What follows belongs to an exercise in optimizing a design on an open flow for small area and a short achievable clock period; a production flow would make more cautious choices. In this exercise RTL edits were held to simulation tests only and were not proved equivalent to the original. Power figures rest on the tool's default switching activity, not on a simulated workload.

==> flow/design.v (outline; a module is shown in full before it is edited, if it fits) <==
// module addSub: 12 lines
// module mx2i: 8 lines
// module shifter: 30 lines
// module rsAoi: 7 lines
// module rsAnd11: 6 lines
// module rsPort: 15 lines
// module lNand2: 1 lines
// module lNor2: 1 lines
// module lInv: 1 lines
// module lXor2: 1 lines
// module lXnor2: 1 lines
// module lAoi21: 1 lines
// module lOai21: 1 lines
// module lMux2: 1 lines
// module addrAdd: 454 lines
// module eqCmp: 7 lines
// module pcAdd: 7 lines
// module pcInc: 6 lines
// module rv32Core: 127 lines
module rv32Core #(
    parameter logic [31:0] resetVector = '0
) (
    input  logic        clk,
    input  logic        reset,
    output logic [31:0] pc,
    input  logic [31:0] instruction,
    output logic        we,
    output logic [31:0] addressToMem,
    output logic [31:0] dataToMem,
    input  logic [31:0] dataFromMem
);
  // ...
==> flow/run.sh <==
#!/bin/bash
# synth_recipe.tcl (not shown) runs the flow's synth.tcl, then flattens the netlist and writes it again
# the make line also repeats each setting of config.mk as NAME=value (left out here)
make -C /OpenROAD-flow-scripts/flow DESIGN_CONFIG=/design/flow/config.mk WORK_HOME=/design/flow/orfs CLKGATE_MAP_FILE= SYNTH_SCRIPT=/design/flow/synth_recipe.tcl finish
==> flow/config.mk <==
export PLATFORM = sky130hd
export DESIGN_NAME = rv32Core
export DESIGN_NICKNAME = rv32Core
export VERILOG_FILES = /design/flow/design.v
export SDC_FILE = /design/flow/constraint.sdc
export NUM_CORES = 4
export LEC_CHECK = 0
export CAP_MARGIN = 20
export CORE_MARGIN = 2
export CORE_UTILIZATION = 50
export SETUP_SLACK_MARGIN = 2.5
export SLEW_MARGIN = 20
export SYNTH_HIERARCHICAL = 1
export SYNTH_MINIMUM_KEEP_SIZE = 0
==> flow/constraint.sdc <==
create_clock -name core_clock -period 11.0 [get_ports {clk}]
set_input_delay 2.2000 -clock core_clock [delete_from_list [all_inputs] [get_ports {clk}]]
set_output_delay 2.2000 -clock core_clock [all_outputs]
set_load 0.01 [all_outputs]
==> summary.txt, run 1 <==
Finish
  • Non-clk invs: 175
  • Regs by FF count: regs: 992 flops, pcQ: 31 flops
  • Layout cells sized above 1: 18.4%
  • Max FFs per register: 992
  • Fin nets: 4607
  • Biggest Area Class: registers
  • Ant. Diodes: 3
  • Most common cell after layout, fill and taps aside: edfxtp_1

Run status
  • Status: complete, no violations

Route
  • Antenna Nets Post-Route: 0
  • Met3 WL: 33200 µm
  • DRT iter0 DRCs: 9895

STA
  • Final hold vios: 0
  • Worst clock skew: 0.0371 ns

Global route
  • Total congestion overflow: 0
  • Largest net degree at the start of global routing: 47
  • GRT Overall Usage: 40.7%
  • Met1 Use GR: 53.7%
  • Antenna violations before repair: 6
  • First-pass GRT wire length: 309000 µm

Logic synthesis
  • Synth top area share: 57.1%
  • Synth Warn #: 10
  • Most common cell in the netlist: edfxtp_1
  • Main combinational cell family by area after synthesis: compound AO/OA/AOI/OAI gates
  • Synth area leader: edfxtp_1
  • Post-Syn Area per Cell: 13.2 µm²
  • Asr flop ratio synth: 0%

Setup path
  • Slowest stage cell on the critical path: nand4_1
  • Worst setup path endpoint: addressToMem[20]
  • CP Cell Sequence: buf_8 > nand2b_4 > nor3_4 > buf_4 > buf_6 > a222oi_1 > nand4_1 > nor3_4 > buf_6 > nand2_1 > nor2_1 > nand2_1 > inv_1 > inv_1 > xor2_1 > mux2_4 > mux2_4 > clkdlybuf4s50_1
  • Crit path largest cell delay: 0.59 ns

Floorplanning
  • # Taps: 1380
  • Die width: 327 µm
  • Initial core utilization: 50.4%

Placed design
  • Cell Area, Placed: 57300 µm²

Pwr
  • Top power group: registers
  • Leakage: 23.0 nW
  • Combinational cell fraction of total power: 17.3%
  • Switching power: 2.62 mW
  • Total chip power: 9.43 mW
  • Sw Share: 27.8%

Clocking
  • H-tree levels: 3
  • Worst-path clk slew: 0.07 ns

Min path
  • HP Start: pcQ[1]
==> module addSub, before the edit <==
module addSub (
    input  logic [31:0] a,
    input  logic [31:0] b,
    input  logic        sub,
    output logic [31:0] sum,
    output logic        lt
);
    logic [32:0] s;
    assign s   = {1'b0, a} + {1'b0, b ^ {32{sub}}} + {32'b0, sub};
    assign sum = s[31:0];
    assign lt  = (a[31] ^ b[31]) ? a[31] : s[31];
endmodule
==> module shifter, before the edit <==
module shifter (
    input  logic [31:0] an,
    input  logic [4:0]  sh,
    input  logic        left,
    input  logic        arith,
    output logic [31:0] rn
);
    logic [31:0] st [0:5];       
    logic        f, fn;
    assign f  = arith & ~an[31];
    assign fn = ~f;
    genvar k, i;
    generate
        for (i = 0; i < 32; i++) begin : g_rev
            mx2i m (.a(an[i]), .b(an[31-i]), .s(left), .y(st[0][i]));
        end
        for (k = 0; k < 5; k++) begin : g_stage
            for (i = 0; i < 32; i++) begin : g_bit
                logic hi;
                if (i + (1 << k) < 32) begin : g_in
                    assign hi = st[k][i + (1 << k)];
                end else begin : g_fill
                    assign hi = (k % 2 == 0) ? f : fn;
                end
                mx2i m (.a(st[k][i]), .b(hi), .s(sh[k]), .y(st[k+1][i]));
            end
        end
    endgenerate
    assign rn = st[5];
endmodule
==> module pcAdd, before the edit <==
module pcAdd (
    input  logic [31:0] pc,
    input  logic [31:0] imm,
    output logic [31:0] s
);
    assign s = pc + imm;
endmodule
==> inputs of run 2 (changes only) <==
--- a/flow/design.v
+++ b/flow/design.v
@@ -1,65 +1,564 @@
 `timescale 1ns/10ps
 package rv32Pkg;
     typedef logic [31:0] wordT;
     typedef logic [4:0]  regAddrT;
 endpackage
 `timescale 1ns/10ps
 module addSub (
-    input  logic [31:0] a,
-    input  logic [31:0] b,
+    input  logic [31:0] an,
+    input  logic [31:0] bn,
     input  logic        sub,
     output logic [31:0] sum,
-    output logic        lt
+    output logic        lt,
+    output logic        eq
 );
-    logic [32:0] s;
-    assign s   = {1'b0, a} + {1'b0, b ^ {32{sub}}} + {32'b0, sub};
-    assign sum = s[31:0];
-    assign lt  = (a[31] ^ b[31]) ? a[31] : s[31];
+    logic geS;
+    addSubCore core (.an(an), .bn(bn ^ {32{sub}}), .cin(sub), .s(sum), .allOnes(eq), .geS(geS));
+    assign lt = ~geS;
 endmodule
 module mx2i (
     input  logic a,
     input  logic b,
     input  logic s,
     output logic y
 );
     assign y = ~(s ? b : a);
 endmodule
 module shifter (
-    input  logic [31:0] an,
+    input  logic [31:0] a,
     input  logic [4:0]  sh,
     input  logic        left,
     input  logic        arith,
-    output logic [31:0] rn
+    output logic [31:0] r
 );
     logic [31:0] st [0:5];       
     logic        f, fn;
-    assign f  = arith & ~an[31];
+    assign f  = arith & a[31];
     assign fn = ~f;
     genvar k, i;
     generate
         for (i = 0; i < 32; i++) begin : g_rev
-            mx2i m (.a(an[i]), .b(an[31-i]), .s(left), .y(st[0][i]));
+            mx2i m (.a(a[i]), .b(a[31-i]), .s(left), .y(st[0][i]));
         end
         for (k = 0; k < 5; k++) begin : g_stage
             for (i = 0; i < 32; i++) begin : g_bit
                 logic hi;
                 if (i + (1 << k) < 32) begin : g_in
                     assign hi = st[k][i + (1 << k)];
                 end else begin : g_fill
-                    assign hi = (k % 2 == 0) ? f : fn;
+                    assign hi = (k % 2 == 0) ? fn : f;
                 end
                 mx2i m (.a(st[k][i]), .b(hi), .s(sh[k]), .y(st[k+1][i]));
             end
         end
     endgenerate
-    assign rn = st[5];
+    assign r = st[5];
+endmodule
+module lAoi22 (input logic a1, input logic a2, input logic b1, input logic b2, output logic y);
+    assign y = ~((a1 & a2) | (b1 & b2));
+endmodule
+module lNand3 (input logic a, input logic b, input logic c, output logic y);
+    assign y = ~(a & b & c);
+endmodule
+module wbBit8 (
+    input  logic [7:0] d,
+    input  logic [7:0] s,
+    output logic       y
+);
+    logic t0, t1, t2;
+    rsAoi  x0 (.d(d[2:0]), .s(s[2:0]), .y(t0));
+    rsAoi  x1 (.d(d[5:3]), .s(s[5:3]), .y(t1));
+    lAoi22 x2 (.a1(d[6]), .a2(s[6]), .b1(d[7]), .b2(s[7]), .y(t2));
+    lNand3 x3 (.a(t0), .b(t1), .c(t2), .y(y));
+endmodule
+module wbBit9 (
+    input  logic [8:0] d,
+    input  logic [8:0] s,
+    output logic       y
+);
+    logic t0, t1, t2;
+    rsAoi  x0 (.d(d[2:0]), .s(s[2:0]), .y(t0));
+    rsAoi  x1 (.d(d[5:3]), .s(s[5:3]), .y(t1));
+    rsAoi  x2 (.d(d[8:6]), .s(s[8:6]), .y(t2));
+    lNand3 x3 (.a(t0), .b(t1), .c(t2), .y(y));
 endmodule
 `timescale 1ns/10ps
+module addSubCore (
+    input  logic [31:0] an,
+    input  logic [31:0] bn,
+    input  logic        cin,
+    output logic [31:0] s,
+    output logic        allOnes,
+    output logic        geS
+);
+    logic w1, w2, w3, w4, w5, w6, w7, w8, w9, w10, w11, w12, w13, w14, w15, w16, w17, w18, w19, w20, w21, w22, w23, w24, w25, w26, w27, w28, w29, w30, w31, w32, w33, w34, w35, w36, w37, w38, w39, w40, w41, w42, w43, w44, w45, w46, w47, w48, w49, w50, w51, w52, w53, w54, w55, w56, w57, w58, w59, w60, w61, w62, w63, w64, w65, w66, w67, w68, w69, w70, w71, w72, w73, w74, w75, w76, w77, w78, w79, w80, w81, w82, w83, w84, w85, w86, w87, w88, w89, w90, w91, w92, w93, w94, w95, w96, w97, w98, w99, w100, w101, w102, w103, w104, w105, w106, w107, w108, w109, w110, w111, w112, w113, w114, w115, w116, w117, w118, w119, w120, w121, w122, w123, w124, w125, w126, w127, w128, w129, w130, w131, w132, w133, w134, w135, w136, w137, w138, w139, w140, w141, w142, w143, w144, w145, w146, w147, w148, w149, w150, w151, w152, w153, w154, w155, w156, w157, w158, w159, w160, w161, w162, w163, w164, w165, w166, w167, w168, w169, w170, w171, w172, w173, w174, w175, w176, w177, w178, w179, w180, w181, w182, w183, w184, w185, w186, w187, w188, w189, w190, w191, w192, w193, w194, w195, w196, w197, w198, w199, w200, w201;
+    lNor2 u1 (.a(an[0]), .b(bn[0]), .y(w1));
+    lNand2 u2 (.a(an[0]), .b(bn[0]), .y(w2));
+    lXor2 u3 (.a(an[0]), .b(bn[0]), .y(w3));
+    lNor2 u4 (.a(an[1]), .b(bn[1]), .y(w4));
+    lNand2 u5 (.a(an[1]), .b(bn[1]), .y(w5));
+    lXor2 u6 (.a(an[1]), .b(bn[1]), .y(w6));
+    lNor2 u7 (.a(an[2]), .b(bn[2]), .y(w7));
+    lNand2 u8 (.a(an[2]), .b(bn[2]), .y(w8));
+    lXor2 u9 (.a(an[2]), .b(bn[2]), .y(w9));
+    lNor2 u10 (.a(an[3]), .b(bn[3]), .y(w10));
+    lNand2 u11 (.a(an[3]), .b(bn[3]), .y(w11));
+    lXor2 u12 (.a(an[3]), .b(bn[3]), .y(w12));
+    lNor2 u13 (.a(an[4]), .b(bn[4]), .y(w13));
+    lNand2 u14 (.a(an[4]), .b(bn[4]), .y(w14));
+    lXor2 u15 (.a(an[4]), .b(bn[4]), .y(w15));
+    lNor2 u16 (.a(an[5]), .b(bn[5]), .y(w16));
+    lNand2 u17 (.a(an[5]), .b(bn[5]), .y(w17));
+    lXor2 u18 (.a(an[5]), .b(bn[5]), .y(w18));
+    lNor2 u19 (.a(an[6]), .b(bn[6]), .y(w19));
+    lNand2 u20 (.a(an[6]), .b(bn[6]), .y(w20));
+    lXor2 u21 (.a(an[6]), .b(bn[6]), .y(w21));
+    lNor2 u22 (.a(an[7]), .b(bn[7]), .y(w22));
+    lNand2 u23 (.a(an[7]), .b(bn[7]), .y(w23));
+    lXor2 u24 (.a(an[7]), .b(bn[7]), .y(w24));
+    lNor2 u25 (.a(an[8]), .b(bn[8]), .y(w25));
+    lNand2 u26 (.a(an[8]), .b(bn[8]), .y(w26));
+    lXor2 u27 (.a(an[8]), .b(bn[8]), .y(w27));
+    lNor2 u28 (.a(an[9]), .b(bn[9]), .y(w28));
+    lNand2 u29 (.a(an[9]), .b(bn[9]), .y(w29));
+    lXor2 u30 (.a(an[9]), .b(bn[9]), .y(w30));
+    lNor2 u31 (.a(an[10]), .b(bn[10]), .y(w31));
+    lNand2 u32 (.a(an[10]), .b(bn[10]), .y(w32));
+    lXor2 u33 (.a(an[10]), .b(bn[10]), .y(w33));
+    lNor2 u34 (.a(an[11]), .b(bn[11]), .y(w34));
+    lNand2 u35 (.a(an[11]), .b(bn[11]), .y(w35));
+    lXor2 u36 (.a(an[11]), .b(bn[11]), .y(w36));
+    lNor2 u37 (.a(an[12]), .b(bn[12]), .y(w37));
+    lNand2 u38 (.a(an[12]), .b(bn[12]), .y(w38));
+    lXor2 u39 (.a(an[12]), .b(bn[12]), .y(w39));
+    lNor2 u40 (.a(an[13]), .b(bn[13]), .y(w40));
+    lNand2 u41 (.a(an[13]), .b(bn[13]), .y(w41));
+    lXor2 u42 (.a(an[13]), .b(bn[13]), .y(w42));
+    lNor2 u43 (.a(an[14]), .b(bn[14]), .y(w43));
+    lNand2 u44 (.a(an[14]), .b(bn[14]), .y(w44));
+    lXor2 u45 (.a(an[14]), .b(bn[14]), .y(w45));
+    lNor2 u46 (.a(an[15]), .b(bn[15]), .y(w46));
+    lNand2 u47 (.a(an[15]), .b(bn[15]), .y(w47));
+    lXor2 u48 (.a(an[15]), .b(bn[15]), .y(w48));
+    lNor2 u49 (.a(an[16]), .b(bn[16]), .y(w49));
+    lNand2 u50 (.a(an[16]), .b(bn[16]), .y(w50));
+    lXor2 u51 (.a(an[16]), .b(bn[16]), .y(w51));
+    lNor2 u52 (.a(an[17]), .b(bn[17]), .y(w52));
+    lNand2 u53 (.a(an[17]), .b(bn[17]), .y(w53));
+    lXor2 u54 (.a(an[17]), .b(bn[17]), .y(w54));
+    lNor2 u55 (.a(an[18]), .b(bn[18]), .y(w55));
+    lNand2 u56 (.a(an[18]), .b(bn[18]), .y(w56));
+    lXor2 u57 (.a(an[18]), .b(bn[18]), .y(w57));
+    lNor2 u58 (.a(an[19]), .b(bn[19]), .y(w58));
+    lNand2 u59 (.a(an[19]), .b(bn[19]), .y(w59));
+    lXor2 u60 (.a(an[19]), .b(bn[19]), .y(w60));
+    lNor2 u61 (.a(an[20]), .b(bn[20]), .y(w61));
+    lNand2 u62 (.a(an[20]), .b(bn[20]), .y(w62));
+    lXor2 u63 (.a(an[20]), .b(bn[20]), .y(w63));
+    lNor2 u64 (.a(an[21]), .b(bn[21]), .y(w64));
+    lNand2 u65 (.a(an[21]), .b(bn[21]), .y(w65));
+    lXor2 u66 (.a(an[21]), .b(bn[21]), .y(w66));
+    lNor2 u67 (.a(an[22]), .b(bn[22]), .y(w67));
+    lNand2 u68 (.a(an[22]), .b(bn[22]), .y(w68));
+    lXor2 u69 (.a(an[22]), .b(bn[22]), .y(w69));
+    lNor2 u70 (.a(an[23]), .b(bn[23]), .y(w70));
+    lNand2 u71 (.a(an[23]), .b(bn[23]), .y(w71));
+    lXor2 u72 (.a(an[23]), .b(bn[23]), .y(w72));
+    lNor2 u73 (.a(an[24]), .b(bn[24]), .y(w73));
+    lNand2 u74 (.a(an[24]), .b(bn[24]), .y(w74));
+    lXor2 u75 (.a(an[24]), .b(bn[24]), .y(w75));
+    lNor2 u76 (.a(an[25]), .b(bn[25]), .y(w76));
+    lNand2 u77 (.a(an[25]), .b(bn[25]), .y(w77));
+    lXor2 u78 (.a(an[25]), .b(bn[25]), .y(w78));
+    lNor2 u79 (.a(an[26]), .b(bn[26]), .y(w79));
+    lNand2 u80 (.a(an[26]), .b(bn[26]), .y(w80));
+    lXor2 u81 (.a(an[26]), .b(bn[26]), .y(w81));
+    lNor2 u82 (.a(an[27]), .b(bn[27]), .y(w82));
+    lNand2 u83 (.a(an[27]), .b(bn[27]), .y(w83));
+    lXor2 u84 (.a(an[27]), .b(bn[27]), .y(w84));
+    lNor2 u85 (.a(an[28]), .b(bn[28]), .y(w85));
+    lNand2 u86 (.a(an[28]), .b(bn[28]), .y(w86));
+    lXor2 u87 (.a(an[28]), .b(bn[28]), .y(w87));
+    lNor2 u88 (.a(an[29]), .b(bn[29]), .y(w88));
+    lNand2 u89 (.a(an[29]), .b(bn[29]), .y(w89));
+    lXor2 u90 (.a(an[29]), .b(bn[29]), .y(w90));
+    lNor2 u91 (.a(an[30]), .b(bn[30]), .y(w91));
+    lNand2 u92 (.a(an[30]), .b(bn[30]), .y(w92));
+    lXor2 u93 (.a(an[30]), .b(bn[30]), .y(w93));
+    lNor2 u94 (.a(an[31]), .b(bn[31]), .y(w94));
+    lNand2 u95 (.a(an[31]), .b(bn[31]), .y(w95));
+    lXor2 u96 (.a(an[31]), .b(bn[31]), .y(w96));
+    lMux2 u97 (.a(w1), .b(w2), .s(cin), .y(w97));
+    lInv u98 (.a(an[31]), .y(w98));
+    lInv u99 (.a(bn[31]), .y(w99));
+    lNor2 u100 (.a(w98), .b(w99), .y(w100));
+    lNand2 u101 (.a(w98), .b(w99), .y(w101));
+    lAoi21 u102 (.a1(w5), .a2(w97), .b(w4), .y(w102));
+    lAoi21 u103 (.a1(w11), .a2(w7), .b(w10), .y(w103));
+    lNand2 u104 (.a(w11), .b(w8), .y(w104));
+    lAoi21 u105 (.a1(w17), .a2(w13), .b(w16), .y(w105));
+    lNand2 u106 (.a(w17), .b(w14), .y(w106));
+    lAoi21 u107 (.a1(w23), .a2(w19), .b(w22), .y(w107));
+    lNand2 u108 (.a(w23), .b(w20), .y(w108));
+    lAoi21 u109 (.a1(w29), .a2(w25), .b(w28), .y(w109));
+    lNand2 u110 (.a(w29), .b(w26), .y(w110));
+    lAoi21 u111 (.a1(w35), .a2(w31), .b(w34), .y(w111));
+    lNand2 u112 (.a(w35), .b(w32), .y(w112));
+    lAoi21 u113 (.a1(w41), .a2(w37), .b(w40), .y(w113));
+    lNand2 u114 (.a(w41), .b(w38), .y(w114));
+    lAoi21 u115 (.a1(w47), .a2(w43), .b(w46), .y(w115));
+    lNand2 u116 (.a(w47), .b(w44), .y(w116));
+    lAoi21 u117 (.a1(w53), .a2(w49), .b(w52), .y(w117));
+    lNand2 u118 (.a(w53), .b(w50), .y(w118));
+    lAoi21 u119 (.a1(w59), .a2(w55), .b(w58), .y(w119));
+    lNand2 u120 (.a(w59), .b(w56), .y(w120));
+    lAoi21 u121 (.a1(w65), .a2(w61), .b(w64), .y(w121));
+    lNand2 u122 (.a(w65), .b(w62), .y(w122));
+    lAoi21 u123 (.a1(w71), .a2(w67), .b(w70), .y(w123));
+    lNand2 u124 (.a(w71), .b(w68), .y(w124));
+    lAoi21 u125 (.a1(w77), .a2(w73), .b(w76), .y(w125));
+    lNand2 u126 (.a(w77), .b(w74), .y(w126));
+    lAoi21 u127 (.a1(w83), .a2(w79), .b(w82), .y(w127));
+    lNand2 u128 (.a(w83), .b(w80), .y(w128));
+    lAoi21 u129 (.a1(w89), .a2(w85), .b(w88), .y(w129));
+    lNand2 u130 (.a(w89), .b(w86), .y(w130));
+    lAoi21 u131 (.a1(w101), .a2(w91), .b(w100), .y(w131));
+    lNand2 u132 (.a(w101), .b(w92), .y(w132));
+    lAoi21 u133 (.a1(w95), .a2(w91), .b(w94), .y(w133));
+    lNand2 u134 (.a(w95), .b(w92), .y(w134));
+    lOai21 u135 (.a1(w104), .a2(w102), .b(w103), .y(w135));
+    lOai21 u136 (.a1(w108), .a2(w105), .b(w107), .y(w136));
+    lNor2 u137 (.a(w108), .b(w106), .y(w137));
+    lOai21 u138 (.a1(w112), .a2(w109), .b(w111), .y(w138));
+    lNor2 u139 (.a(w112), .b(w110), .y(w139));
+    lOai21 u140 (.a1(w116), .a2(w113), .b(w115), .y(w140));
+    lNor2 u141 (.a(w116), .b(w114), .y(w141));
+    lOai21 u142 (.a1(w120), .a2(w117), .b(w119), .y(w142));
+    lNor2 u143 (.a(w120), .b(w118), .y(w143));
+    lOai21 u144 (.a1(w124), .a2(w121), .b(w123), .y(w144));
+    lNor2 u145 (.a(w124), .b(w122), .y(w145));
+    lOai21 u146 (.a1(w128), .a2(w125), .b(w127), .y(w146));
+    lNor2 u147 (.a(w128), .b(w126), .y(w147));
+    lOai21 u148 (.a1(w132), .a2(w129), .b(w131), .y(w148));
+    lNor2 u149 (.a(w132), .b(w130), .y(w149));
+    lOai21 u150 (.a1(w134), .a2(w129), .b(w133), .y(w150));
+    lNor2 u151 (.a(w134), .b(w130), .y(w151));
+    lAoi21 u152 (.a1(w137), .a2(w135), .b(w136), .y(w152));
+    lAoi21 u153 (.a1(w141), .a2(w138), .b(w140), .y(w153));
+    lNand2 u154 (.a(w141), .b(w139), .y(w154));
+    lAoi21 u155 (.a1(w145), .a2(w142), .b(w144), .y(w155));
+    lNand2 u156 (.a(w145), .b(w143), .y(w156));
+    lAoi21 u157 (.a1(w149), .a2(w146), .b(w148), .y(w157));
+    lNand2 u158 (.a(w149), .b(w147), .y(w158));
+    lAoi21 u159 (.a1(w151), .a2(w146), .b(w150), .y(w159));
+    lNand2 u160 (.a(w151), .b(w147), .y(w160));
+    lOai21 u161 (.a1(w154), .a2(w152), .b(w153), .y(w161));
+    lOai21 u162 (.a1(w158), .a2(w155), .b(w157), .y(w162));
+    lNor2 u163 (.a(w158), .b(w156), .y(w163));
+    lOai21 u164 (.a1(w160), .a2(w155), .b(w159), .y(w164));
+    lNor2 u165 (.a(w160), .b(w156), .y(w165));
+    lAoi21 u166 (.a1(w163), .a2(w161), .b(w162), .y(w166));
+    lAoi21 u167 (.a1(w165), .a2(w161), .b(w164), .y(w167));
+    lInv u168 (.a(w161), .y(w168));
+    lOai21 u169 (.a1(w156), .a2(w168), .b(w155), .y(w169));
+    lInv u170 (.a(w152), .y(w170));
+    lAoi21 u171 (.a1(w139), .a2(w170), .b(w138), .y(w171));
+    lAoi21 u172 (.a1(w143), .a2(w161), .b(w142), .y(w172));
+    lAoi21 u173 (.a1(w147), .a2(w169), .b(w146), .y(w173));
+    lInv u174 (.a(w135), .y(w174));
+    lOai21 u175 (.a1(w106), .a2(w174), .b(w105), .y(w175));
+    lOai21 u176 (.a1(w110), .a2(w152), .b(w109), .y(w176));
+    lOai21 u177 (.a1(w114), .a2(w171), .b(w113), .y(w177));
+    lOai21 u178 (.a1(w118), .a2(w168), .b(w117), .y(w178));
+    lOai21 u179 (.a1(w122), .a2(w172), .b(w121), .y(w179));
+    lInv u180 (.a(w169), .y(w180));
+    lOai21 u181 (.a1(w126), .a2(w180), .b(w125), .y(w181));
+    lOai21 u182 (.a1(w130), .a2(w173), .b(w129), .y(w182));
+    lInv u183 (.a(w102), .y(w183));
+    lAoi21 u184 (.a1(w8), .a2(w183), .b(w7), .y(w184));
+    lAoi21 u185 (.a1(w14), .a2(w135), .b(w13), .y(w185));
+    lAoi21 u186 (.a1(w20), .a2(w175), .b(w19), .y(w186));
+    lAoi21 u187 (.a1(w26), .a2(w170), .b(w25), .y(w187));
+    lAoi21 u188 (.a1(w32), .a2(w176), .b(w31), .y(w188));
+    lInv u189 (.a(w171), .y(w189));
+    lAoi21 u190 (.a1(w38), .a2(w189), .b(w37), .y(w190));
+    lAoi21 u191 (.a1(w44), .a2(w177), .b(w43), .y(w191));
+    lAoi21 u192 (.a1(w50), .a2(w161), .b(w49), .y(w192));
+    lAoi21 u193 (.a1(w56), .a2(w178), .b(w55), .y(w193));
+    lInv u194 (.a(w172), .y(w194));
+    lAoi21 u195 (.a1(w62), .a2(w194), .b(w61), .y(w195));
+    lAoi21 u196 (.a1(w68), .a2(w179), .b(w67), .y(w196));
+    lAoi21 u197 (.a1(w74), .a2(w169), .b(w73), .y(w197));
+    lAoi21 u198 (.a1(w80), .a2(w181), .b(w79), .y(w198));
+    lInv u199 (.a(w173), .y(w199));
+    lAoi21 u200 (.a1(w86), .a2(w199), .b(w85), .y(w200));
+    lAoi21 u201 (.a1(w92), .a2(w182), .b(w91), .y(w201));
+    lXor2 u202 (.a(w3), .b(cin), .y(s[0]));
+    lXor2 u203 (.a(w6), .b(w97), .y(s[1]));
+    lXnor2 u204 (.a(w9), .b(w102), .y(s[2]));
+    lXnor2 u205 (.a(w12), .b(w184), .y(s[3]));
+    lXor2 u206 (.a(w15), .b(w135), .y(s[4]));
+    lXnor2 u207 (.a(w18), .b(w185), .y(s[5]));
+    lXor2 u208 (.a(w21), .b(w175), .y(s[6]));
+    lXnor2 u209 (.a(w24), .b(w186), .y(s[7]));
+    lXnor2 u210 (.a(w27), .b(w152), .y(s[8]));
+    lXnor2 u211 (.a(w30), .b(w187), .y(s[9]));
+    lXor2 u212 (.a(w33), .b(w176), .y(s[10]));
+    lXnor2 u213 (.a(w36), .b(w188), .y(s[11]));
+    lXnor2 u214 (.a(w39), .b(w171), .y(s[12]));
+    lXnor2 u215 (.a(w42), .b(w190), .y(s[13]));
+    lXor2 u216 (.a(w45), .b(w177), .y(s[14]));
+    lXnor2 u217 (.a(w48), .b(w191), .y(s[15]));
+    lXor2 u218 (.a(w51), .b(w161), .y(s[16]));
+    lXnor2 u219 (.a(w54), .b(w192), .y(s[17]));
+    lXor2 u220 (.a(w57), .b(w178), .y(s[18]));
+    lXnor2 u221 (.a(w60), .b(w193), .y(s[19]));
+    lXnor2 u222 (.a(w63), .b(w172), .y(s[20]));
+    lXnor2 u223 (.a(w66), .b(w195), .y(s[21]));
+    lXor2 u224 (.a(w69), .b(w179), .y(s[22]));
+    lXnor2 u225 (.a(w72), .b(w196), .y(s[23]));
+    lXor2 u226 (.a(w75), .b(w169), .y(s[24]));
+    lXnor2 u227 (.a(w78), .b(w197), .y(s[25]));
+    lXor2 u228 (.a(w81), .b(w181), .y(s[26]));
+    lXnor2 u229 (.a(w84), .b(w198), .y(s[27]));
+    lXnor2 u230 (.a(w87), .b(w173), .y(s[28]));
+    lXnor2 u231 (.a(w90), .b(w200), .y(s[29]));
+    lXor2 u232 (.a(w93), .b(w182), .y(s[30]));
+    lXnor2 u233 (.a(w96), .b(w201), .y(s[31]));
+    assign geS = ~w166;
+    assign allOnes = &{w96, w93, w90, w87, w84, w81, w78, w75, w72, w69, w66, w63, w60, w57, w54, w51, w48, w45, w42, w39, w36, w33, w30, w27, w24, w21, w18, w15, w12, w9, w6, w3};
+endmodule
+module pcAddCore (
+    input  logic [31:0] a,
+    input  logic [31:0] b,
+    output logic [31:0] s
+);
+    logic w1, w2, w3, w4, w5, w6, w7, w8, w9, w10, w11, w12, w13, w14, w15, w16, w17, w18, w19, w20, w21, w22, w23, w24, w25, w26, w27, w28, w29, w30, w31, w32, w33, w34, w35, w36, w37, w38, w39, w40, w41, w42, w43, w44, w45, w46, w47, w48, w49, w50, w51, w52, w53, w54, w55, w56, w57, w58, w59, w60, w61, w62, w63, w64, w65, w66, w67, w68, w69, w70, w71, w72, w73, w74, w75, w76, w77, w78, w79, w80, w81, w82, w83, w84, w85, w86, w87, w88, w89, w90, w91, w92, w93, w94, w95, w96, w97, w98, w99, w100, w101, w102, w103, w104, w105, w106, w107, w108, w109, w110, w111, w112, w113, w114, w115, w116, w117, w118, w119, w120, w121, w122, w123, w124, w125, w126, w127, w128, w129, w130, w131, w132, w133, w134, w135, w136, w137, w138, w139, w140, w141, w142, w143, w144, w145, w146, w147, w148, w149, w150, w151, w152, w153, w154, w155, w156, w157, w158, w159, w160, w161, w162, w163, w164, w165, w166, w167, w168, w169, w170, w171, w172, w173, w174, w175, w176, w177, w178, w179, w180, w181, w182, w183, w184, w185, w186, w187;
+    lNand2 u1 (.a(a[0]), .b(b[0]), .y(w1));
+    lNor2 u2 (.a(a[0]), .b(b[0]), .y(w2));
+    lXor2 u3 (.a(a[0]), .b(b[0]), .y(w3));
+    lNand2 u4 (.a(a[1]), .b(b[1]), .y(w4));
+    lNor2 u5 (.a(a[1]), .b(b[1]), .y(w5));
+    lXor2 u6 (.a(a[1]), .b(b[1]), .y(w6));
+    lNand2 u7 (.a(a[2]), .b(b[2]), .y(w7));
+    lNor2 u8 (.a(a[2]), .b(b[2]), .y(w8));
+    lXor2 u9 (.a(a[2]), .b(b[2]), .y(w9));
+    lNand2 u10 (.a(a[3]), .b(b[3]), .y(w10));
+    lNor2 u11 (.a(a[3]), .b(b[3]), .y(w11));
+    lXor2 u12 (.a(a[3]), .b(b[3]), .y(w12));
+    lNand2 u13 (.a(a[4]), .b(b[4]), .y(w13));
+    lNor2 u14 (.a(a[4]), .b(b[4]), .y(w14));
+    lXor2 u15 (.a(a[4]), .b(b[4]), .y(w15));
+    lNand2 u16 (.a(a[5]), .b(b[5]), .y(w16));
+    lNor2 u17 (.a(a[5]), .b(b[5]), .y(w17));
+    lXor2 u18 (.a(a[5]), .b(b[5]), .y(w18));
+    lNand2 u19 (.a(a[6]), .b(b[6]), .y(w19));
+    lNor2 u20 (.a(a[6]), .b(b[6]), .y(w20));
+    lXor2 u21 (.a(a[6]), .b(b[6]), .y(w21));
+    lNand2 u22 (.a(a[7]), .b(b[7]), .y(w22));
+    lNor2 u23 (.a(a[7]), .b(b[7]), .y(w23));
+    lXor2 u24 (.a(a[7]), .b(b[7]), .y(w24));
+    lNand2 u25 (.a(a[8]), .b(b[8]), .y(w25));
+    lNor2 u26 (.a(a[8]), .b(b[8]), .y(w26));
+    lXor2 u27 (.a(a[8]), .b(b[8]), .y(w27));
+    lNand2 u28 (.a(a[9]), .b(b[9]), .y(w28));
+    lNor2 u29 (.a(a[9]), .b(b[9]), .y(w29));
+    lXor2 u30 (.a(a[9]), .b(b[9]), .y(w30));
+    lNand2 u31 (.a(a[10]), .b(b[10]), .y(w31));
+    lNor2 u32 (.a(a[10]), .b(b[10]), .y(w32));
+    lXor2 u33 (.a(a[10]), .b(b[10]), .y(w33));
+    lNand2 u34 (.a(a[11]), .b(b[11]), .y(w34));
+    lNor2 u35 (.a(a[11]), .b(b[11]), .y(w35));
+    lXor2 u36 (.a(a[11]), .b(b[11]), .y(w36));
+    lNand2 u37 (.a(a[12]), .b(b[12]), .y(w37));
+    lNor2 u38 (.a(a[12]), .b(b[12]), .y(w38));
+    lXor2 u39 (.a(a[12]), .b(b[12]), .y(w39));
+    lNand2 u40 (.a(a[13]), .b(b[13]), .y(w40));
+    lNor2 u41 (.a(a[13]), .b(b[13]), .y(w41));
+    lXor2 u42 (.a(a[13]), .b(b[13]), .y(w42));
+    lNand2 u43 (.a(a[14]), .b(b[14]), .y(w43));
+    lNor2 u44 (.a(a[14]), .b(b[14]), .y(w44));
+    lXor2 u45 (.a(a[14]), .b(b[14]), .y(w45));
+    lNand2 u46 (.a(a[15]), .b(b[15]), .y(w46));
+    lNor2 u47 (.a(a[15]), .b(b[15]), .y(w47));
+    lXor2 u48 (.a(a[15]), .b(b[15]), .y(w48));
+    lNand2 u49 (.a(a[16]), .b(b[16]), .y(w49));
+    lNor2 u50 (.a(a[16]), .b(b[16]), .y(w50));
+    lXor2 u51 (.a(a[16]), .b(b[16]), .y(w51));
+    lNand2 u52 (.a(a[17]), .b(b[17]), .y(w52));
+    lNor2 u53 (.a(a[17]), .b(b[17]), .y(w53));
+    lXor2 u54 (.a(a[17]), .b(b[17]), .y(w54));
+    lNand2 u55 (.a(a[18]), .b(b[18]), .y(w55));
+    lNor2 u56 (.a(a[18]), .b(b[18]), .y(w56));
+    lXor2 u57 (.a(a[18]), .b(b[18]), .y(w57));
+    lNand2 u58 (.a(a[19]), .b(b[19]), .y(w58));
+    lNor2 u59 (.a(a[19]), .b(b[19]), .y(w59));
+    lXor2 u60 (.a(a[19]), .b(b[19]), .y(w60));
+    lNand2 u61 (.a(a[20]), .b(b[20]), .y(w61));
+    lNor2 u62 (.a(a[20]), .b(b[20]), .y(w62));
+    lXor2 u63 (.a(a[20]), .b(b[20]), .y(w63));
+    lNand2 u64 (.a(a[21]), .b(b[21]), .y(w64));
+    lNor2 u65 (.a(a[21]), .b(b[21]), .y(w65));
+    lXor2 u66 (.a(a[21]), .b(b[21]), .y(w66));
+    lNand2 u67 (.a(a[22]), .b(b[22]), .y(w67));
+    lNor2 u68 (.a(a[22]), .b(b[22]), .y(w68));
+    lXor2 u69 (.a(a[22]), .b(b[22]), .y(w69));
+    lNand2 u70 (.a(a[23]), .b(b[23]), .y(w70));
+    lNor2 u71 (.a(a[23]), .b(b[23]), .y(w71));
+    lXor2 u72 (.a(a[23]), .b(b[23]), .y(w72));
+    lNand2 u73 (.a(a[24]), .b(b[24]), .y(w73));
+    lNor2 u74 (.a(a[24]), .b(b[24]), .y(w74));
+    lXor2 u75 (.a(a[24]), .b(b[24]), .y(w75));
+    lNand2 u76 (.a(a[25]), .b(b[25]), .y(w76));
+    lNor2 u77 (.a(a[25]), .b(b[25]), .y(w77));
+    lXor2 u78 (.a(a[25]), .b(b[25]), .y(w78));
+    lNand2 u79 (.a(a[26]), .b(b[26]), .y(w79));
+    lNor2 u80 (.a(a[26]), .b(b[26]), .y(w80));
+    lXor2 u81 (.a(a[26]), .b(b[26]), .y(w81));
+    lNand2 u82 (.a(a[27]), .b(b[27]), .y(w82));
+    lNor2 u83 (.a(a[27]), .b(b[27]), .y(w83));
+    lXor2 u84 (.a(a[27]), .b(b[27]), .y(w84));
+    lNand2 u85 (.a(a[28]), .b(b[28]), .y(w85));
+    lNor2 u86 (.a(a[28]), .b(b[28]), .y(w86));
+    lXor2 u87 (.a(a[28]), .b(b[28]), .y(w87));
+    lNand2 u88 (.a(a[29]), .b(b[29]), .y(w88));
+    lNor2 u89 (.a(a[29]), .b(b[29]), .y(w89));
+    lXor2 u90 (.a(a[29]), .b(b[29]), .y(w90));
+    lNand2 u91 (.a(a[30]), .b(b[30]), .y(w91));
+    lNor2 u92 (.a(a[30]), .b(b[30]), .y(w92));
+    lXor2 u93 (.a(a[30]), .b(b[30]), .y(w93));
+    lNand2 u94 (.a(a[31]), .b(b[31]), .y(w94));
+    lNor2 u95 (.a(a[31]), .b(b[31]), .y(w95));
+    lXor2 u96 (.a(a[31]), .b(b[31]), .y(w96));
+    lOai21 u97 (.a1(w5), .a2(w1), .b(w4), .y(w97));
+    lOai21 u98 (.a1(w11), .a2(w7), .b(w10), .y(w98));
+    lNor2 u99 (.a(w11), .b(w8), .y(w99));
+    lOai21 u100 (.a1(w17), .a2(w13), .b(w16), .y(w100));
+    lNor2 u101 (.a(w17), .b(w14), .y(w101));
+    lOai21 u102 (.a1(w23), .a2(w19), .b(w22), .y(w102));
+    lNor2 u103 (.a(w23), .b(w20), .y(w103));
+    lOai21 u104 (.a1(w29), .a2(w25), .b(w28), .y(w104));
+    lNor2 u105 (.a(w29), .b(w26), .y(w105));
+    lOai21 u106 (.a1(w35), .a2(w31), .b(w34), .y(w106));
+    lNor2 u107 (.a(w35), .b(w32), .y(w107));
+    lOai21 u108 (.a1(w41), .a2(w37), .b(w40), .y(w108));
+    lNor2 u109 (.a(w41), .b(w38), .y(w109));
+    lOai21 u110 (.a1(w47), .a2(w43), .b(w46), .y(w110));
+    lNor2 u111 (.a(w47), .b(w44), .y(w111));
+    lOai21 u112 (.a1(w53), .a2(w49), .b(w52), .y(w112));
+    lNor2 u113 (.a(w53), .b(w50), .y(w113));
+    lOai21 u114 (.a1(w59), .a2(w55), .b(w58), .y(w114));
+    lNor2 u115 (.a(w59), .b(w56), .y(w115));
+    lOai21 u116 (.a1(w65), .a2(w61), .b(w64), .y(w116));
+    lNor2 u117 (.a(w65), .b(w62), .y(w117));
+    lOai21 u118 (.a1(w71), .a2(w67), .b(w70), .y(w118));
+    lNor2 u119 (.a(w71), .b(w68), .y(w119));
+    lOai21 u120 (.a1(w77), .a2(w73), .b(w76), .y(w120));
+    lNor2 u121 (.a(w77), .b(w74), .y(w121));
+    lOai21 u122 (.a1(w83), .a2(w79), .b(w82), .y(w122));
+    lNor2 u123 (.a(w83), .b(w80), .y(w123));
+    lOai21 u124 (.a1(w89), .a2(w85), .b(w88), .y(w124));
+    lNor2 u125 (.a(w89), .b(w86), .y(w125));
+    lOai21 u126 (.a1(w95), .a2(w91), .b(w94), .y(w126));
+    lNor2 u127 (.a(w95), .b(w92), .y(w127));
+    lAoi21 u128 (.a1(w99), .a2(w97), .b(w98), .y(w128));
+    lAoi21 u129 (.a1(w103), .a2(w100), .b(w102), .y(w129));
+    lNand2 u130 (.a(w103), .b(w101), .y(w130));
+    lAoi21 u131 (.a1(w107), .a2(w104), .b(w106), .y(w131));
+    lNand2 u132 (.a(w107), .b(w105), .y(w132));
+    lAoi21 u133 (.a1(w111), .a2(w108), .b(w110), .y(w133));
+    lNand2 u134 (.a(w111), .b(w109), .y(w134));
+    lAoi21 u135 (.a1(w115), .a2(w112), .b(w114), .y(w135));
+    lNand2 u136 (.a(w115), .b(w113), .y(w136));
+    lAoi21 u137 (.a1(w119), .a2(w116), .b(w118), .y(w137));
+    lNand2 u138 (.a(w119), .b(w117), .y(w138));
+    lAoi21 u139 (.a1(w123), .a2(w120), .b(w122), .y(w139));
+    lNand2 u140 (.a(w123), .b(w121), .y(w140));
+    lAoi21 u141 (.a1(w127), .a2(w124), .b(w126), .y(w141));
+    lNand2 u142 (.a(w127), .b(w125), .y(w142));
+    lOai21 u143 (.a1(w130), .a2(w128), .b(w129), .y(w143));
+    lOai21 u144 (.a1(w134), .a2(w131), .b(w133), .y(w144));
+    lNor2 u145 (.a(w134), .b(w132), .y(w145));
+    lOai21 u146 (.a1(w138), .a2(w135), .b(w137), .y(w146));
+    lNor2 u147 (.a(w138), .b(w136), .y(w147));
+    lOai21 u148 (.a1(w142), .a2(w139), .b(w141), .y(w148));
+    lNor2 u149 (.a(w142), .b(w140), .y(w149));
+    lAoi21 u150 (.a1(w145), .a2(w143), .b(w144), .y(w150));
+    lAoi21 u151 (.a1(w149), .a2(w146), .b(w148), .y(w151));
+    lNand2 u152 (.a(w149), .b(w147), .y(w152));
+    lOai21 u153 (.a1(w152), .a2(w150), .b(w151), .y(w153));
+    lInv u154 (.a(w150), .y(w154));
+    lAoi21 u155 (.a1(w147), .a2(w154), .b(w146), .y(w155));
+    lInv u156 (.a(w143), .y(w156));
+    lOai21 u157 (.a1(w132), .a2(w156), .b(w131), .y(w157));
+    lOai21 u158 (.a1(w136), .a2(w150), .b(w135), .y(w158));
+    lOai21 u159 (.a1(w140), .a2(w155), .b(w139), .y(w159));
+    lInv u160 (.a(w128), .y(w160));
+    lAoi21 u161 (.a1(w101), .a2(w160), .b(w100), .y(w161));
+    lAoi21 u162 (.a1(w105), .a2(w143), .b(w104), .y(w162));
+    lAoi21 u163 (.a1(w109), .a2(w157), .b(w108), .y(w163));
+    lAoi21 u164 (.a1(w113), .a2(w154), .b(w112), .y(w164));
+    lAoi21 u165 (.a1(w117), .a2(w158), .b(w116), .y(w165));
+    lInv u166 (.a(w155), .y(w166));
+    lAoi21 u167 (.a1(w121), .a2(w166), .b(w120), .y(w167));
+    lAoi21 u168 (.a1(w125), .a2(w159), .b(w124), .y(w168));
+    lInv u169 (.a(w97), .y(w169));
+    lOai21 u170 (.a1(w8), .a2(w169), .b(w7), .y(w170));
+    lOai21 u171 (.a1(w14), .a2(w128), .b(w13), .y(w171));
+    lOai21 u172 (.a1(w20), .a2(w161), .b(w19), .y(w172));
+    lOai21 u173 (.a1(w26), .a2(w156), .b(w25), .y(w173));
+    lOai21 u174 (.a1(w32), .a2(w162), .b(w31), .y(w174));
+    lInv u175 (.a(w157), .y(w175));
+    lOai21 u176 (.a1(w38), .a2(w175), .b(w37), .y(w176));
+    lOai21 u177 (.a1(w44), .a2(w163), .b(w43), .y(w177));
+    lOai21 u178 (.a1(w50), .a2(w150), .b(w49), .y(w178));
+    lOai21 u179 (.a1(w56), .a2(w164), .b(w55), .y(w179));
+    lInv u180 (.a(w158), .y(w180));
+    lOai21 u181 (.a1(w62), .a2(w180), .b(w61), .y(w181));
+    lOai21 u182 (.a1(w68), .a2(w165), .b(w67), .y(w182));
+    lOai21 u183 (.a1(w74), .a2(w155), .b(w73), .y(w183));
+    lOai21 u184 (.a1(w80), .a2(w167), .b(w79), .y(w184));
+    lInv u185 (.a(w159), .y(w185));
+    lOai21 u186 (.a1(w86), .a2(w185), .b(w85), .y(w186));
+    lOai21 u187 (.a1(w92), .a2(w168), .b(w91), .y(w187));
+    lXnor2 u188 (.a(w6), .b(w1), .y(s[1]));
+    lXor2 u189 (.a(w9), .b(w97), .y(s[2]));
+    lXor2 u190 (.a(w12), .b(w170), .y(s[3]));
+    lXnor2 u191 (.a(w15), .b(w128), .y(s[4]));
+    lXor2 u192 (.a(w18), .b(w171), .y(s[5]));
+    lXnor2 u193 (.a(w21), .b(w161), .y(s[6]));
+    lXor2 u194 (.a(w24), .b(w172), .y(s[7]));
+    lXor2 u195 (.a(w27), .b(w143), .y(s[8]));
+    lXor2 u196 (.a(w30), .b(w173), .y(s[9]));
+    lXnor2 u197 (.a(w33), .b(w162), .y(s[10]));
+    lXor2 u198 (.a(w36), .b(w174), .y(s[11]));
+    lXor2 u199 (.a(w39), .b(w157), .y(s[12]));
+    lXor2 u200 (.a(w42), .b(w176), .y(s[13]));
+    lXnor2 u201 (.a(w45), .b(w163), .y(s[14]));
+    lXor2 u202 (.a(w48), .b(w177), .y(s[15]));
+    lXnor2 u203 (.a(w51), .b(w150), .y(s[16]));
+    lXor2 u204 (.a(w54), .b(w178), .y(s[17]));
+    lXnor2 u205 (.a(w57), .b(w164), .y(s[18]));
+    lXor2 u206 (.a(w60), .b(w179), .y(s[19]));
+    lXor2 u207 (.a(w63), .b(w158), .y(s[20]));
+    lXor2 u208 (.a(w66), .b(w181), .y(s[21]));
+    lXnor2 u209 (.a(w69), .b(w165), .y(s[22]));
+    lXor2 u210 (.a(w72), .b(w182), .y(s[23]));
+    lXnor2 u211 (.a(w75), .b(w155), .y(s[24]));
+    lXor2 u212 (.a(w78), .b(w183), .y(s[25]));
+    lXnor2 u213 (.a(w81), .b(w167), .y(s[26]));
+    lXor2 u214 (.a(w84), .b(w184), .y(s[27]));
+    lXor2 u215 (.a(w87), .b(w159), .y(s[28]));
+    lXor2 u216 (.a(w90), .b(w186), .y(s[29]));
+    lXnor2 u217 (.a(w93), .b(w168), .y(s[30]));
+    lXor2 u218 (.a(w96), .b(w187), .y(s[31]));
+    assign s[0] = w3;
+endmodule
 `timescale 1ns/10ps
 module rsAoi (
     input  logic [2:0] d,
     input  logic [2:0] s,
     output logic       y
 );
     assign y = ~|(d & s);
 endmodule
@@ -482,91 +981,84 @@
     lXnor2 u362 (.a(an[29]), .b(ha5[16]), .y(inc[17]));
     lXor2 u363 (.a(an[29]), .b(ho5[16]), .y(dec[17]));
     lXnor2 u364 (.a(an[30]), .b(ha5[17]), .y(inc[18]));
     lXor2 u365 (.a(an[30]), .b(ho5[17]), .y(dec[18]));
     lXnor2 u366 (.a(an[31]), .b(ha5[18]), .y(inc[19]));
     lXor2 u367 (.a(an[31]), .b(ho5[18]), .y(dec[19]));
     logic c12;
     assign c12 = g4[11];
-    lMux2 u368 (.a(inc[0]), .b(a[12]), .s(imm[11]), .y(hp[0]));
-    lMux2 u369 (.a(a[12]), .b(dec[0]), .s(imm[11]), .y(hn[0]));
-    lMux2 u370 (.a(hn[0]), .b(hp[0]), .s(c12), .y(s[12]));
-    lMux2 u371 (.a(inc[1]), .b(a[13]), .s(imm[11]), .y(hp[1]));
-    lMux2 u372 (.a(a[13]), .b(dec[1]), .s(imm[11]), .y(hn[1]));
-    lMux2 u373 (.a(hn[1]), .b(hp[1]), .s(c12), .y(s[13]));
-    lMux2 u374 (.a(inc[2]), .b(a[14]), .s(imm[11]), .y(hp[2]));
-    lMux2 u375 (.a(a[14]), .b(dec[2]), .s(imm[11]), .y(hn[2]));
-    lMux2 u376 (.a(hn[2]), .b(hp[2]), .s(c12), .y(s[14]));
-    lMux2 u377 (.a(inc[3]), .b(a[15]), .s(imm[11]), .y(hp[3]));
-    lMux2 u378 (.a(a[15]), .b(dec[3]), .s(imm[11]), .y(hn[3]));
-    lMux2 u379 (.a(hn[3]), .b(hp[3]), .s(c12), .y(s[15]));
-    lMux2 u380 (.a(inc[4]), .b(a[16]), .s(imm[11]), .y(hp[4]));
-    lMux2 u381 (.a(a[16]), .b(dec[4]), .s(imm[11]), .y(hn[4]));
-    lMux2 u382 (.a(hn[4]), .b(hp[4]), .s(c12), .y(s[16]));
-    lMux2 u383 (.a(inc[5]), .b(a[17]), .s(imm[11]), .y(hp[5]));
-    lMux2 u384 (.a(a[17]), .b(dec[5]), .s(imm[11]), .y(hn[5]));
-    lMux2 u385 (.a(hn[5]), .b(hp[5]), .s(c12), .y(s[17]));
-    lMux2 u386 (.a(inc[6]), .b(a[18]), .s(imm[11]), .y(hp[6]));
-    lMux2 u387 (.a(a[18]), .b(dec[6]), .s(imm[11]), .y(hn[6]));
-    lMux2 u388 (.a(hn[6]), .b(hp[6]), .s(c12), .y(s[18]));
-    lMux2 u389 (.a(inc[7]), .b(a[19]), .s(imm[11]), .y(hp[7]));
-    lMux2 u390 (.a(a[19]), .b(dec[7]), .s(imm[11]), .y(hn[7]));
-    lMux2 u391 (.a(hn[7]), .b(hp[7]), .s(c12), .y(s[19]));
-    lMux2 u392 (.a(inc[8]), .b(a[20]), .s(imm[11]), .y(hp[8]));
-    lMux2 u393 (.a(a[20]), .b(dec[8]), .s(imm[11]), .y(hn[8]));
-    lMux2 u394 (.a(hn[8]), .b(hp[8]), .s(c12), .y(s[20]));
-    lMux2 u395 (.a(inc[9]), .b(a[21]), .s(imm[11]), .y(hp[9]));
-    lMux2 u396 (.a(a[21]), .b(dec[9]), .s(imm[11]), .y(hn[9]));
-    lMux2 u397 (.a(hn[9]), .b(hp[9]), .s(c12), .y(s[21]));
-    lMux2 u398 (.a(inc[10]), .b(a[22]), .s(imm[11]), .y(hp[10]));
-    lMux2 u399 (.a(a[22]), .b(dec[10]), .s(imm[11]), .y(hn[10]));
-    lMux2 u400 (.a(hn[10]), .b(hp[10]), .s(c12), .y(s[22]));
-    lMux2 u401 (.a(inc[11]), .b(a[23]), .s(imm[11]), .y(hp[11]));
-    lMux2 u402 (.a(a[23]), .b(dec[11]), .s(imm[11]), .y(hn[11]));
-    lMux2 u403 (.a(hn[11]), .b(hp[11]), .s(c12), .y(s[23]));
-    lMux2 u404 (.a(inc[12]), .b(a[24]), .s(imm[11]), .y(hp[12]));
-    lMux2 u405 (.a(a[24]), .b(dec[12]), .s(imm[11]), .y(hn[12]));
-    lMux2 u406 (.a(hn[12]), .b(hp[12]), .s(c12), .y(s[24]));
-    lMux2 u407 (.a(inc[13]), .b(a[25]), .s(imm[11]), .y(hp[13]));
-    lMux2 u408 (.a(a[25]), .b(dec[13]), .s(imm[11]), .y(hn[13]));
-    lMux2 u409 (.a(hn[13]), .b(hp[13]), .s(c12), .y(s[25]));
-    lMux2 u410 (.a(inc[14]), .b(a[26]), .s(imm[11]), .y(hp[14]));
-    lMux2 u411 (.a(a[26]), .b(dec[14]), .s(imm[11]), .y(hn[14]));
-    lMux2 u412 (.a(hn[14]), .b(hp[14]), .s(c12), .y(s[26]));
-    lMux2 u413 (.a(inc[15]), .b(a[27]), .s(imm[11]), .y(hp[15]));
-    lMux2 u414 (.a(a[27]), .b(dec[15]), .s(imm[11]), .y(hn[15]));
-    lMux2 u415 (.a(hn[15]), .b(hp[15]), .s(c12), .y(s[27]));
-    lMux2 u416 (.a(inc[16]), .b(a[28]), .s(imm[11]), .y(hp[16]));
-    lMux2 u417 (.a(a[28]), .b(dec[16]), .s(imm[11]), .y(hn[16]));
-    lMux2 u418 (.a(hn[16]), .b(hp[16]), .s(c12), .y(s[28]));
-    lMux2 u419 (.a(inc[17]), .b(a[29]), .s(imm[11]), .y(hp[17]));
-    lMux2 u420 (.a(a[29]), .b(dec[17]), .s(imm[11]), .y(hn[17]));
-    lMux2 u421 (.a(hn[17]), .b(hp[17]), .s(c12), .y(s[29]));
-    lMux2 u422 (.a(inc[18]), .b(a[30]), .s(imm[11]), .y(hp[18]));
-    lMux2 u423 (.a(a[30]), .b(dec[18]), .s(imm[11]), .y(hn[18]));
-    lMux2 u424 (.a(hn[18]), .b(hp[18]), .s(c12), .y(s[30]));
-    lMux2 u425 (.a(inc[19]), .b(a[31]), .s(imm[11]), .y(hp[19]));
-    lMux2 u426 (.a(a[31]), .b(dec[19]), .s(imm[11]), .y(hn[19]));
-    lMux2 u427 (.a(hn[19]), .b(hp[19]), .s(c12), .y(s[31]));
-endmodule
-module eqCmp (
-    input  logic [31:0] a,
-    input  logic [31:0] b,
-    output logic        eq
-);
-    assign eq = (a == b);
+    mx2i u368 (.a(inc[0]), .b(a[12]), .s(imm[11]), .y(hp[0]));
+    mx2i u369 (.a(a[12]), .b(dec[0]), .s(imm[11]), .y(hn[0]));
+    mx2i u370 (.a(hn[0]), .b(hp[0]), .s(c12), .y(s[12]));
+    mx2i u371 (.a(inc[1]), .b(a[13]), .s(imm[11]), .y(hp[1]));
+    mx2i u372 (.a(a[13]), .b(dec[1]), .s(imm[11]), .y(hn[1]));
+    mx2i u373 (.a(hn[1]), .b(hp[1]), .s(c12), .y(s[13]));
+    mx2i u374 (.a(inc[2]), .b(a[14]), .s(imm[11]), .y(hp[2]));
+    mx2i u375 (.a(a[14]), .b(dec[2]), .s(imm[11]), .y(hn[2]));
+    mx2i u376 (.a(hn[2]), .b(hp[2]), .s(c12), .y(s[14]));
+    mx2i u377 (.a(inc[3]), .b(a[15]), .s(imm[11]), .y(hp[3]));
+    mx2i u378 (.a(a[15]), .b(dec[3]), .s(imm[11]), .y(hn[3]));
+    mx2i u379 (.a(hn[3]), .b(hp[3]), .s(c12), .y(s[15]));
+    mx2i u380 (.a(inc[4]), .b(a[16]), .s(imm[11]), .y(hp[4]));
+    mx2i u381 (.a(a[16]), .b(dec[4]), .s(imm[11]), .y(hn[4]));
+    mx2i u382 (.a(hn[4]), .b(hp[4]), .s(c12), .y(s[16]));
+    mx2i u383 (.a(inc[5]), .b(a[17]), .s(imm[11]), .y(hp[5]));
+    mx2i u384 (.a(a[17]), .b(dec[5]), .s(imm[11]), .y(hn[5]));
+    mx2i u385 (.a(hn[5]), .b(hp[5]), .s(c12), .y(s[17]));
+    mx2i u386 (.a(inc[6]), .b(a[18]), .s(imm[11]), .y(hp[6]));
+    mx2i u387 (.a(a[18]), .b(dec[6]), .s(imm[11]), .y(hn[6]));
+    mx2i u388 (.a(hn[6]), .b(hp[6]), .s(c12), .y(s[18]));
+    mx2i u389 (.a(inc[7]), .b(a[19]), .s(imm[11]), .y(hp[7]));
+    mx2i u390 (.a(a[19]), .b(dec[7]), .s(imm[11]), .y(hn[7]));
+    mx2i u391 (.a(hn[7]), .b(hp[7]), .s(c12), .y(s[19]));
+    mx2i u392 (.a(inc[8]), .b(a[20]), .s(imm[11]), .y(hp[8]));
+    mx2i u393 (.a(a[20]), .b(dec[8]), .s(imm[11]), .y(hn[8]));
+    mx2i u394 (.a(hn[8]), .b(hp[8]), .s(c12), .y(s[20]));
+    mx2i u395 (.a(inc[9]), .b(a[21]), .s(imm[11]), .y(hp[9]));
+    mx2i u396 (.a(a[21]), .b(dec[9]), .s(imm[11]), .y(hn[9]));
+    mx2i u397 (.a(hn[9]), .b(hp[9]), .s(c12), .y(s[21]));
+    mx2i u398 (.a(inc[10]), .b(a[22]), .s(imm[11]), .y(hp[10]));
+    mx2i u399 (.a(a[22]), .b(dec[10]), .s(imm[11]), .y(hn[10]));
+    mx2i u400 (.a(hn[10]), .b(hp[10]), .s(c12), .y(s[22]));
+    mx2i u401 (.a(inc[11]), .b(a[23]), .s(imm[11]), .y(hp[11]));
+    mx2i u402 (.a(a[23]), .b(dec[11]), .s(imm[11]), .y(hn[11]));
+    mx2i u403 (.a(hn[11]), .b(hp[11]), .s(c12), .y(s[23]));
+    mx2i u404 (.a(inc[12]), .b(a[24]), .s(imm[11]), .y(hp[12]));
+    mx2i u405 (.a(a[24]), .b(dec[12]), .s(imm[11]), .y(hn[12]));
+    mx2i u406 (.a(hn[12]), .b(hp[12]), .s(c12), .y(s[24]));
+    mx2i u407 (.a(inc[13]), .b(a[25]), .s(imm[11]), .y(hp[13]));
+    mx2i u408 (.a(a[25]), .b(dec[13]), .s(imm[11]), .y(hn[13]));
+    mx2i u409 (.a(hn[13]), .b(hp[13]), .s(c12), .y(s[25]));
+    mx2i u410 (.a(inc[14]), .b(a[26]), .s(imm[11]), .y(hp[14]));
+    mx2i u411 (.a(a[26]), .b(dec[14]), .s(imm[11]), .y(hn[14]));
+    mx2i u412 (.a(hn[14]), .b(hp[14]), .s(c12), .y(s[26]));
+    mx2i u413 (.a(inc[15]), .b(a[27]), .s(imm[11]), .y(hp[15]));
+    mx2i u414 (.a(a[27]), .b(dec[15]), .s(imm[11]), .y(hn[15]));
+    mx2i u415 (.a(hn[15]), .b(hp[15]), .s(c12), .y(s[27]));
+    mx2i u416 (.a(inc[16]), .b(a[28]), .s(imm[11]), .y(hp[16]));
+    mx2i u417 (.a(a[28]), .b(dec[16]), .s(imm[11]), .y(hn[16]));
+    mx2i u418 (.a(hn[16]), .b(hp[16]), .s(c12), .y(s[28]));
+    mx2i u419 (.a(inc[17]), .b(a[29]), .s(imm[11]), .y(hp[17]));
+    mx2i u420 (.a(a[29]), .b(dec[17]), .s(imm[11]), .y(hn[17]));
+    mx2i u421 (.a(hn[17]), .b(hp[17]), .s(c12), .y(s[29]));
+    mx2i u422 (.a(inc[18]), .b(a[30]), .s(imm[11]), .y(hp[18]));
+    mx2i u423 (.a(a[30]), .b(dec[18]), .s(imm[11]), .y(hn[18]));
+    mx2i u424 (.a(hn[18]), .b(hp[18]), .s(c12), .y(s[30]));
+    mx2i u425 (.a(inc[19]), .b(a[31]), .s(imm[11]), .y(hp[19]));
+    mx2i u426 (.a(a[31]), .b(dec[19]), .s(imm[11]), .y(hn[19]));
+    mx2i u427 (.a(hn[19]), .b(hp[19]), .s(c12), .y(s[31]));
 endmodule
 `timescale 1ns/10ps
 module pcAdd (
     input  logic [31:0] pc,
     input  logic [31:0] imm,
     output logic [31:0] s
 );
-    assign s = pc + imm;
+    pcAddCore core (.a(pc), .b(imm), .s(s));
 endmodule
 module pcInc (
     input  logic [31:2] pc,
     output logic [31:2] s
 );
     assign s = pc + 30'd1;
 endmodule
 `timescale 1ns/10ps
@@ -645,23 +1137,18 @@
     assign immIS = {instruction[31:25],
                     (~op[6] & op[5]) ? instruction[11:7] : instruction[24:20]};
     addrAdd addA (.a(rs1), .an(rs1n), .imm(immIS), .s(addrSum));
     assign addressToMem = addrSum;
     assign dataToMem    = rs2;
     logic        doSub, lt, eq;
     logic [31:0] sumB, shRes;
     assign doSub = ~op[4] | instruction[30] | instruction[13];
-    addSub  addB (.a(rs1), .b(rs2), .sub(doSub), .sum(sumB), .lt(lt));
-    eqCmp   cmp0 (.a(rs1), .b(rs2), .eq(eq));
-    logic [31:0] shRn;
-    shifter sh0  (.an(rs1n), .sh(rs2[4:0]), .left(rSll), .arith(rSra), .rn(shRn));
-    always_comb
-        for (int k = 0; k < 32; k++)
-            shRes[k] = rSll ? ~shRn[31-k] : ~shRn[k];
+    addSub  addB (.an(rs1n), .bn(rs2n), .sub(doSub), .sum(sumB), .lt(lt), .eq(eq));
+    shifter sh0  (.a(rs1), .sh(rs2[4:0]), .left(rSll), .arith(rSra), .r(shRes));
     logic [31:0] pcPlus4, immUJB, pcSum, nextPc;
     logic        takeBranch;
     pcInc inc0 (.pc(pc[31:2]), .s(pcPlus4[31:2]));
     assign pcPlus4[1:0] = pc[1:0];
     always_comb begin
         if (op[2] & ~op[3])           
             immUJB = {instruction[31:12], 12'b0};
         else if (op[3])               
@@ -681,19 +1168,32 @@
         else
             nextPc = pcPlus4;
     end
     logic [31:1] pcQ;
     always_ff @(posedge clk)
         if (reset) pcQ <= resetVector[31:1];
         else       pcQ <= nextPc[31:1];
     assign pc = {pcQ, 1'b0};
-    always_comb begin
-        wd = ({32{rAdd | rSub}} & sumB)
-           | ({32{rAnd}}        & (rs1 & rs2))
-           | ({32{rSlt}}        & {31'b0, lt})
-           | ({32{rSll | rSrl | rSra}} & shRes)
-           | ({32{isAddi}}      & addrSum)
-           | ({32{isLw}}        & dataFromMem)
-           | ({32{isJal | isJalr}} & pcPlus4)
-           | ({32{isLui | isAuipc}} & pcSum);
-    end
+    logic [8:0]  wbSel;
+    logic [31:0] andv;
+    assign andv = ~(rs1n | rs2n);
+    assign wbSel[0] = isR & (f3 == 3'b000);                  
+    assign wbSel[1] = isR & (f3 == 3'b101);                  
+    assign wbSel[2] = isR & (f3 == 3'b001);                  
+    assign wbSel[3] = isR & (f3 == 3'b111);                  
+    assign wbSel[4] = (op == 7'b0010011);                    
+    assign wbSel[5] = (op == 7'b0000011);                    
+    assign wbSel[6] = op[6] & op[2];                         
+    assign wbSel[7] = ~op[6] & op[4] & op[2];                
+    assign wbSel[8] = isR & (f3 == 3'b010);                  
+    wbBit9 wb0 (.d({lt, pcSum[0], pcPlus4[0], dataFromMem[0], addrSum[0], andv[0],
+                    shRes[31], shRes[0], sumB[0]}),
+                .s(wbSel), .y(wd[0]));
+    genvar gw;
+    generate
+        for (gw = 1; gw < 32; gw++) begin : g_wb
+            wbBit8 wb (.d({pcSum[gw], pcPlus4[gw], dataFromMem[gw], addrSum[gw], andv[gw],
+                           shRes[31-gw], shRes[gw], sumB[gw]}),
+                       .s(wbSel[7:0]), .y(wd[gw]));
+        end
+    endgenerate
 endmodule
==> flow/config.mk (replaced) <==
export PLATFORM = sky130hd
export DESIGN_NAME = rv32Core
export DESIGN_NICKNAME = rv32Core
export VERILOG_FILES = /design/flow/design.v
export SDC_FILE = /design/flow/constraint.sdc
export NUM_CORES = 4
export LEC_CHECK = 0
export CAP_MARGIN = 20
export CORE_MARGIN = 2
export CORE_UTILIZATION = 50
export SETUP_SLACK_MARGIN = 3.0
export SLEW_MARGIN = 20
export SYNTH_HIERARCHICAL = 1
export SYNTH_MINIMUM_KEEP_SIZE = 0
==> summary.txt, run 2 <==
Run status
  • Status: complete, no violations (unchanged)

Global route
  • GRT Overall Usage: 42.7% (was 40.7%)
  • Antenna violations before repair: 11 (was 6)
  • Largest net degree at the start of global routing: 47 (unchanged)
  • Total congestion overflow: 0 (unchanged)
  • First-pass GRT wire length: 311000 µm (was 309000 µm)

Route
  • Antenna Nets Post-Route: 0 (unchanged)

Logic synthesis
  • Most common cell in the netlist: edfxtp_1 (unchanged)
  • Synth Warn #: 10 (unchanged)
  • Post-Syn Area per Cell: 13.2 µm² (about the same)
  • Synth top area share: 58.6% (was 57.1%)
  • Synth area leader: edfxtp_1 (unchanged)
  • #FFs+latches synth: 1023 (unchanged)
  • Asr flop ratio synth: 0% (unchanged)

Finish
  • Most common cell after layout, fill and taps aside: edfxtp_1 (unchanged)
  • Max FFs per register: 992 (unchanged)
  • Finished Cell Area: 63400 µm² (was 62500 µm²)
  • Regs by FF count: regs: 992 flops, pcQ: 31 flops (unchanged)
  • Layout cells sized above 1: 22.9% (was 18.4%)
  • Fin nets: 4606 (was 4607)

Setup path
  • Crit path largest cell delay: 0.68 ns (was 0.59 ns)
  • CP Cell Sequence: dlygate4sd2_1 > nand2_2 > nor2_4 > buf_4 > a222oi_1 > nand4_1 > nor3_4 > inv_1 > clkdlybuf4s50_1 (was buf_8 > nand2b_4 > nor3_4 > buf_4 > buf_6 > a222oi_1 > nand4_1 > nor3_4 > buf_6 > nand2_1 > nor2_1 > nand2_1 > inv_1 > inv_1 > xor2_1 > mux2_4 > mux2_4 > clkdlybuf4s50_1)

Floorplanning
  • Num rows: 116 (was 118)
  • Initial core utilization: 50.6% (was 50.4%)
  • Core Footprint: 100000 µm² (was 103000 µm²)

STA
  • Final hold vios: 0 (unchanged)
  • Worst clock skew: 0.0523 ns (was 0.0371 ns)

Pwr
  • Sw Share: 28.8% (was 27.8%)
  • Switching power: 2.91 mW (was 2.62 mW)
  • Total chip power: 10.1 mW (was 9.43 mW)
  • Leakage: 22.1 nW (was 23.0 nW)

Clocking
  • H-tree levels: 3 (unchanged)

Placed design
  • Cell Area, Placed: 56300 µm² (was 57300 µm²)

Min path
  • HP Start: pcQ[1] (unchanged)
run 2: cell families after synthesis:
kind of cell             share of synthesized area [%]
AND/OR/NAND/NOR                                   10.7
AO/OA/AOI/OAI                                     17.9
other                                          0.00738
multiplexers                                      5.01
XOR/XNOR                                          4.29
buffers and inverters                             2.17
adder cells (fa/ha/maj)                         0.0246
flip-flops                                        59.8
run 2: cell type report:
cell class | count | share of cell area (%)
inverter | 178 | 1.07
sequential | 1023 | 48.0
timing repair buffer | 611 | 8.93
multi-input combinational | 2618 | 33.6
clock inverter | 69 | 1.25
clock buffer | 129 | 4.42
tap | 1357 | 2.68
antenna | 5 | 0.0197
run 2: timing repair:
item,4_1_cts,5_1_grt
pin swaps,112,108
setup endpoints to repair,1087,446
hold endpoints to repair,0,0
cloned,21,2
resized for setup,207,169
buffers inserted,177,64
run 2: critical path, delay by kind of cell:
family                 cells  cell delay [ns]
AND/OR/NAND/NOR            4             1.96
buffers and inverters      4             1.33
AO/OA/AOI/OAI              1             0.39
run 2: per-stage QoR:
step,cells,setup WS (ns)
global placement,5523,0.944
finish,5990,2.87
global route,5988,2.89
CTS,5919,2.86
detailed placement,5523,0.882
floorplan,3858,3.01
run 2: metal layers:
layer | share of wire [%] | GRT usage (%)
met5 | 0.19 | 2.27
met4 | 7.3 | 25.6
met3 | 15 | 14.0
met2 | 43 | 64.2
met1 | 34 | 53.7
run 2: final timing paths:
kind | to | slack (ns) | cells after the start
setup reg to reg | regs[3][7] | 5.51 | 12
setup / recovery | dataToMem[7] | 2.87 | 9
hold / removal | pcQ[1] | 0.54 | 2
hold reg to reg | pcQ[1] | 0.54 | 2
run 2: per-module statistics from Yosys, one instance, submodules excluded, a selection:
module      area [µm²]  cells  copies in the design  flip-flops and latches
rv32Core         33300   1599                     1                    1023
pcInc              556     77                     1                       0
addSub             355     37                     1                       0
addSubCore        72.6     12                     1                       0
lMux2             15.0      1                     1                       0
lAoi22            12.5      1                    31                       0
mx2i              10.0      1                   252                       0
rsAoi             10.0      1                   705                       0
lXor2             8.76      1                   126                       0
lAoi21            8.76      1                    74                       0
pcAddCore         7.51      1                     1                       0
addrAdd           7.51      1                     1                       0
lNand3            5.00      1                    32                       0
lOai21            5.00      1                    68                       0
rsPort            3.75      1                    64                       0
run 2: power by group through the flow:
| stage | combinational [mW] | clock, mW | sequential (mW) |
|---|---|---|---|
| 2_1_floorplan | 0.989 | 0 | 4.35 |
| 3_3_place_gp | 1.74 | 0 | 4.35 |
| 3_5_place_dp | 1.74 | 0 | 4.35 |
| 4_1_cts | 1.91 | 3.76 | 4.27 |
| 5_1_grt | 2.14 | 3.91 | 4.27 |
| 6_report | 2.07 | 3.75 | 4.27 |

==> separate check: timing with driven ports <==
Ports are ideal in the flow. The routed layouts listed here were re-timed in OpenROAD. Step 1, drivers: a clkbuf_16 drives clk and a buf_2 each remaining input, both assumed. Step 2 also shifts input and output timing later by t, the mid clock arrival at the registers, as if the neighbouring blocks saw the same clock. a / b / c = ideal / step 1 / step 2; a / b = the first two.
| run | t, ns | setup slack, ns |
|---|---|---|
| run 1 | 0.794 | 2.455 / 2.358 / 1.966 |
| run 2 | 0.784 | 2.874 / 2.703 / 2.270 |
After both steps setup and hold are still met in every run listed.
